Background: an optimization exercise with open tools, aiming at small area. Do not read the settings as production practice.
The RTL was checked by simulation tests, not by an equivalence proof against the original design.
No driver is modelled on the clock port, so clock power and skew are understated where the tree is cut down; a real chip needs a root buffer or a tree.
Power is estimated from default activity; no workload was simulated.

==> run E: inputs <==
==> flow/design.v <==
module rb_window_stream #(
    parameter int PIXEL_WIDTH = 8,
    parameter int K           = 3,
    parameter int IMG_WIDTH   = 128,
    parameter int IMG_HEIGHT  = 128
) (
    input  logic                                 clk,
    input  logic                                 rst,
    input  logic                                 in_valid,
    output logic                                 in_ready,
    input  logic [PIXEL_WIDTH-1:0]               in_pixel,
    input  logic                                 in_sof,
    output logic                                 out_valid,
    input  logic                                 out_ready,
    output logic [K*PIXEL_WIDTH-1:0]             out_col,
    output logic [$clog2(IMG_WIDTH)-1:0]         out_x,
    output logic [$clog2(IMG_HEIGHT)-1:0]        out_y,
    output logic                                 out_eof
);
    localparam int XW    = $clog2(IMG_WIDTH);
    localparam int YW    = $clog2(IMG_HEIGHT);
    localparam int PW    = PIXEL_WIDTH;
    localparam int DEPTH = (K - 1) * IMG_WIDTH + 1;    
    localparam logic [XW-1:0] X_LAST = XW'(IMG_WIDTH - 1);
    localparam logic [YW-1:0] Y_LAST = YW'(IMG_HEIGHT - 1);
    localparam logic [YW-1:0] Y_PRIM = YW'(K - 1);
    logic              adv;
    logic              accept;
    logic              move;        
    logic              s1_valid_reg;
    logic              s1_sof_reg;
    logic [PW-1:0]     s1_pixel_reg;
    logic              out_full_reg;
    logic [XW-1:0]     out_x_reg;   
    logic [YW-1:0]     out_y_reg;
    logic [XW-1:0]     s1_x;
    logic [YW-1:0]     s1_y;
    logic [PW-1:0]     sr [DEPTH];
    assign adv    = !out_valid || out_ready;
    assign in_ready = adv && !rst;
    assign accept = in_valid && adv && !rst;
    assign move   = adv && s1_valid_reg;
    always_comb begin
        if (s1_sof_reg) begin
            s1_x = '0;
            s1_y = '0;
        end else if (out_x_reg == X_LAST) begin
            s1_x = '0;
            s1_y = (out_y_reg == Y_LAST) ? '0 : out_y_reg + YW'(1);
        end else begin
            s1_x = out_x_reg + XW'(1);
            s1_y = out_y_reg;
        end
    end
    always_ff @(posedge clk) begin
        if (accept) begin
            s1_pixel_reg <= in_pixel;
            s1_sof_reg   <= in_sof;
        end
    end
    always_ff @(posedge clk) begin
        if (move) begin
            sr[0] <= s1_pixel_reg;
            for (int i = 1; i < DEPTH; i++) sr[i] <= sr[i-1];
        end
    end
    always_ff @(posedge clk) begin
        if (rst) begin
            s1_valid_reg <= 1'b0;
            out_full_reg <= 1'b0;
            out_x_reg    <= X_LAST;
            out_y_reg    <= Y_LAST;
        end else begin
            if (adv) begin
                s1_valid_reg <= accept;
                out_full_reg <= s1_valid_reg;
            end
            if (move) begin
                out_x_reg <= s1_x;
                out_y_reg <= s1_y;
            end
        end
    end
    assign out_valid = out_full_reg && (out_y_reg >= Y_PRIM);
    assign out_x     = out_x_reg;
    assign out_y     = out_y_reg;
    assign out_eof   = (out_x_reg == X_LAST) && (out_y_reg == Y_LAST);
    generate
        for (genvar k = 0; k < K; k++) begin : g_col
            assign out_col[(K-1-k)*PW +: PW] = sr[k*IMG_WIDTH];
        end
    endgenerate
endmodule
==> flow/flow/run.sh <==
#!/bin/bash
# Standard layout, except: the clock tree is built by hand as 104 balanced leaf
# clusters under 13 mid-level buffers and one root buffer (flow/cts_hook.tcl);
# the shift register's enable is buffered by hand (flow/resize_hook.tcl), with
# placement not timing-driven so that it adds no buffers of its own; and each
# port gets the smallest buffer.
set -euo pipefail
export PRE_CTS_TCL="$PWD/flow/cts_hook.tcl"
export PRE_RESIZE_TCL="$PWD/flow/resize_hook.tcl"
export BUFFER_PORTS_ARGS="-buffer_cell sky130_fd_sc_hd__buf_1"
bash standard.sh > standard.log 2>&1
==> flow/flow/cts_hook.tcl <==
# Runs at the start of ORFS's cts.tcl: builds the clock tree by hand
# (flow/trees.tcl) and turns the CTS call that follows, and the cloning of
# clock inverters before it, into no-ops; the rest of the CTS step
# (legalisation, timing repair) runs as usual.
source [file join [file dirname [info script]] trees.tcl]
tr_clock clk {{88 sky130_fd_sc_hd__inv_8} {11 sky130_fd_sc_hd__inv_16} {1 sky130_fd_sc_hd__clkbuf_16}}
set_propagated_clock [all_clocks]
rename repair_clock_inverters ""
proc repair_clock_inverters {args} { puts "repair_clock_inverters skipped: tree built by flow/trees.tcl" }
rename clock_tree_synthesis ""
proc clock_tree_synthesis {args} { puts "clock_tree_synthesis skipped: tree built by flow/trees.tcl" }
==> flow/flow/resize_hook.tcl <==
# Runs before repair_design in ORFS's resize.tcl: buffers the shift register's
# enable (the net with the most sinks) by hand as 24 clusters under 3
# mid-level buffers (flow/trees.tcl), and keeps repair_design to the smaller
# buffers.
source [file join [file dirname [info script]] trees.tcl]
set_dont_use {sky130_fd_sc_hd__buf_6 sky130_fd_sc_hd__buf_8 sky130_fd_sc_hd__buf_12 sky130_fd_sc_hd__buf_16 sky130_fd_sc_hd__bufinv_8 sky130_fd_sc_hd__bufinv_16 sky130_fd_sc_hd__bufbuf_8 sky130_fd_sc_hd__bufbuf_16}
tr_fanout {{24 sky130_fd_sc_hd__buf_4} {3 sky130_fd_sc_hd__buf_4}}
==> flow/flow/trees.tcl <==
# Hand-built buffer trees. The sinks of a net are split by recursive bisection
# into equal-sized clusters, each driven by a buffer at its centre; the
# buffers of each level are grouped the same way under the next level's.

proc tr_split {items n} {
  # items: list of {iterm x y}; returns n groups of near-equal size, split
  # recursively across the wider side of their bounding box
  if {$n <= 1} { return [list $items] }
  set xs [lmap e $items {lindex $e 1}]; set ys [lmap e $items {lindex $e 2}]
  set dx [expr {[tcl::mathfunc::max {*}$xs] - [tcl::mathfunc::min {*}$xs]}]
  set dy [expr {[tcl::mathfunc::max {*}$ys] - [tcl::mathfunc::min {*}$ys]}]
  set k [expr {$dx >= $dy ? 1 : 2}]
  set s [lsort -real -index $k $items]
  set n1 [expr {$n / 2}]
  set h [expr {([llength $s] * $n1 + $n / 2) / $n}]
  return [concat [tr_split [lrange $s 0 [expr {$h-1}]] $n1] [tr_split [lrange $s $h end] [expr {$n - $n1}]]]
}

# Drive each group from a new buffer at the group's centre; returns the new
# buffers' inputs as the next level's items.
proc tr_level {groups master prefix sigtype} {
  set block [ord::get_db_block]
  set m [[ord::get_db] findMaster $master]
  set next {}
  set i 0
  foreach g $groups {
    set net [odb::dbNet_create $block "${prefix}_${i}_net"]
    $net setSigType $sigtype
    set buf [odb::dbInst_create $block $m "${prefix}_${i}"]
    foreach e $g {
      set it [lindex $e 0]
      if {[$it getNet] ne "NULL"} { $it disconnect }
      $it connect $net
    }
    foreach it [$buf getITerms] {
      if {[$it getIoType] eq "OUTPUT"} { $it connect $net }
    }
    set sx 0; set sy 0
    foreach e $g { set sx [expr {$sx + [lindex $e 1]}]; set sy [expr {$sy + [lindex $e 2]}] }
    set cx [expr {int($sx / [llength $g])}]; set cy [expr {int($sy / [llength $g])}]
    $buf setLocation $cx $cy
    $buf setPlacementStatus PLACED
    lappend next [list [$buf findITerm A] $cx $cy]
    incr i
  }
  return $next
}

proc tr_item {it} {
  set b [[$it getInst] getBBox]
  return [list $it [expr {([$b xMin]+[$b xMax])/2}] [expr {([$b yMin]+[$b yMax])/2}]]
}

# Build the tree for net's sinks (iterms); levels: list of {count master}
# from the leaves up. The top level's inputs go back on net.
proc tr_build {net sinks levels prefix sigtype} {
  set items [lmap it $sinks {tr_item $it}]
  puts "buffer tree $prefix: [llength $items] sinks on [$net getName]"
  set li 0
  foreach lv $levels {
    lassign $lv n master
    set items [tr_level [tr_split $items $n] $master "${prefix}_l${li}" $sigtype]
    puts "buffer tree $prefix: level $li, [llength $items] x $master"
    incr li
  }
  foreach e $items { [lindex $e 0] connect $net }
}

# The clock tree: every flip-flop's clock pin on the clock net.
proc tr_clock {clk_net_name levels} {
  set net [[ord::get_db_block] findNet $clk_net_name]
  set sinks {}
  foreach it [$net getITerms] {
    if {[[[$it getInst] getMaster] isSequential]} { lappend sinks $it }
  }
  tr_build $net $sinks $levels ct CLOCK
}

# The signal net with the most sinks (the shift register's enable); nets
# that reach a clock pin are skipped.
proc tr_widest_net {} {
  set best NULL; set bn 0
  foreach net [[ord::get_db_block] getNets] {
    if {[$net getSigType] ne "SIGNAL"} { continue }
    set its [$net getITerms]
    set n [llength $its]
    if {$n <= $bn} { continue }
    set clock 0
    foreach it $its { if {[[$it getMTerm] getSigType] eq "CLOCK"} { set clock 1; break } }
    if {$clock} { continue }
    if {$n > $bn} { set bn $n; set best $net }
  }
  return $best
}

proc tr_fanout {levels} {
  set net [tr_widest_net]
  set sinks {}
  foreach it [$net getITerms] {
    if {[$it getIoType] eq "INPUT"} { lappend sinks $it }
  }
  tr_build $net $sinks $levels ft SIGNAL
}
==> flow/standard.sh <==
#!/bin/bash
# synth_recipe.tcl (not shown) runs the flow's synth.tcl, then flattens the netlist and writes it again
# the make line also repeats each setting of config.mk as NAME=value (left out here)
make -C /OpenROAD-flow-scripts/flow DESIGN_CONFIG=/design/flow/config.mk WORK_HOME=/design/flow/orfs CLKGATE_MAP_FILE= SYNTH_SCRIPT=/design/flow/synth_recipe.tcl "${@:-finish}"
==> flow/config.mk <==
export PLATFORM = sky130hd
export DESIGN_NAME = rb_window_stream
export DESIGN_NICKNAME = rb_window_stream
export VERILOG_FILES = /design/flow/design.v
export SDC_FILE = /design/flow/constraint.sdc
export NUM_CORES = 4
export LEC_CHECK = 0
export CAP_MARGIN = 20
export CORE_MARGIN = 2
export CORE_UTILIZATION = 75
export GPL_TIMING_DRIVEN = 0
export SLEW_MARGIN = 20
==> flow/constraint.sdc <==
create_clock -name core_clock -period 5.0 [get_ports {clk}]
set_input_delay 1.0000 -clock core_clock [delete_from_list [all_inputs] [get_ports {clk}]]
set_output_delay 1.0000 -clock core_clock [all_outputs]
set_load 0.01 [all_outputs]
==> run R: changes against run E <==
==> flow/flow/run.sh (replaced) <==
#!/bin/bash
# Standard layout, with the clock tree built from fewer, larger sink clusters and
# without dummy loads, and the smallest buffer on each port.
set -euo pipefail
export CTS_ARGS="-sink_clustering_enable -repair_clock_nets -sink_clustering_size 35 -sink_clustering_max_diameter 60 -buf_list sky130_fd_sc_hd__clkbuf_16 -dont_use_dummy_load"
export BUFFER_PORTS_ARGS="-buffer_cell sky130_fd_sc_hd__buf_1"
bash standard.sh > standard.log 2>&1
- GPL_TIMING_DRIVEN: 0 -> unset
removed: flow/flow/cts_hook.tcl
removed: flow/flow/resize_hook.tcl
removed: flow/flow/trees.tcl
==> qor summary <==
	run E	run R
Post-layout instance count excluding filler cells	3433	3435
Status	finished clean	finished clean
Worst-case reg-to-reg path depth	10	9
Sw frac	21.7%	18.2%
CP Data Arrival Time	4200 ps	3800 ps
Worst slack after detailed placement	1350 ps	1340 ps
Number of global-route vias before repair	18200	19300
P_clk	0.00589 W	0.00810 W
Critical path depth	10	9
Highest Clock Rate	0.283 GHz	0.285 GHz
Drt first pass iters	6	5
Power Density	391 nW/µm²	415 nW/µm²
Peak per-stage delay on the critical path	820 ps	540 ps
Proportion of power drawn by flip-flops and latches	75.2%	69.2%
Routed via count divided by cell count	5.73	5.81
Total of fill cells in the finished design	3906	3721
Largest net degree at the start of global routing	87	165
IO buf count	52	53
Post-route worst hold slack	386 ps	367 ps
Slack of the worst reg-to-reg path	1470 ps	1500 ps
HP Start	in_pixel[7]	sr[93][6]
Switching component of the power	0.00560 W	0.00511 W
In run E the design's own scripts or RTL, not TritonCTS, make the clock network.

port drivers added, routing unchanged:
How much do the figures lean on ideal ports? The routed layouts below were timed once more, with nothing changed but the port constraints.
Step 1 assumes that a clkbuf_16 drives the clock port and a buf_2 every other input.
Step 2 also shifts input and output timing later by t, the mid clock arrival at the registers, as if the neighbouring blocks saw the same clock.
Slacks: ideal ports / drivers / drivers and shift; pairs: ideal ports / drivers.
run	t (ns)	slack for setup (ns)	worst setup path at the end	latest minus earliest clock arrival (ns)
run E	0.822	1.472 / 1.472 / 1.416	input to register	0.029 / 0.030
run R	0.712	1.495 / 1.495 / 1.384	input to register	0.069 / 0.069
After both steps setup and hold are still met in every run listed. The setup slack of run R, which loses most, moves by 0.000 ns with the drivers and by -0.111 ns with both steps.
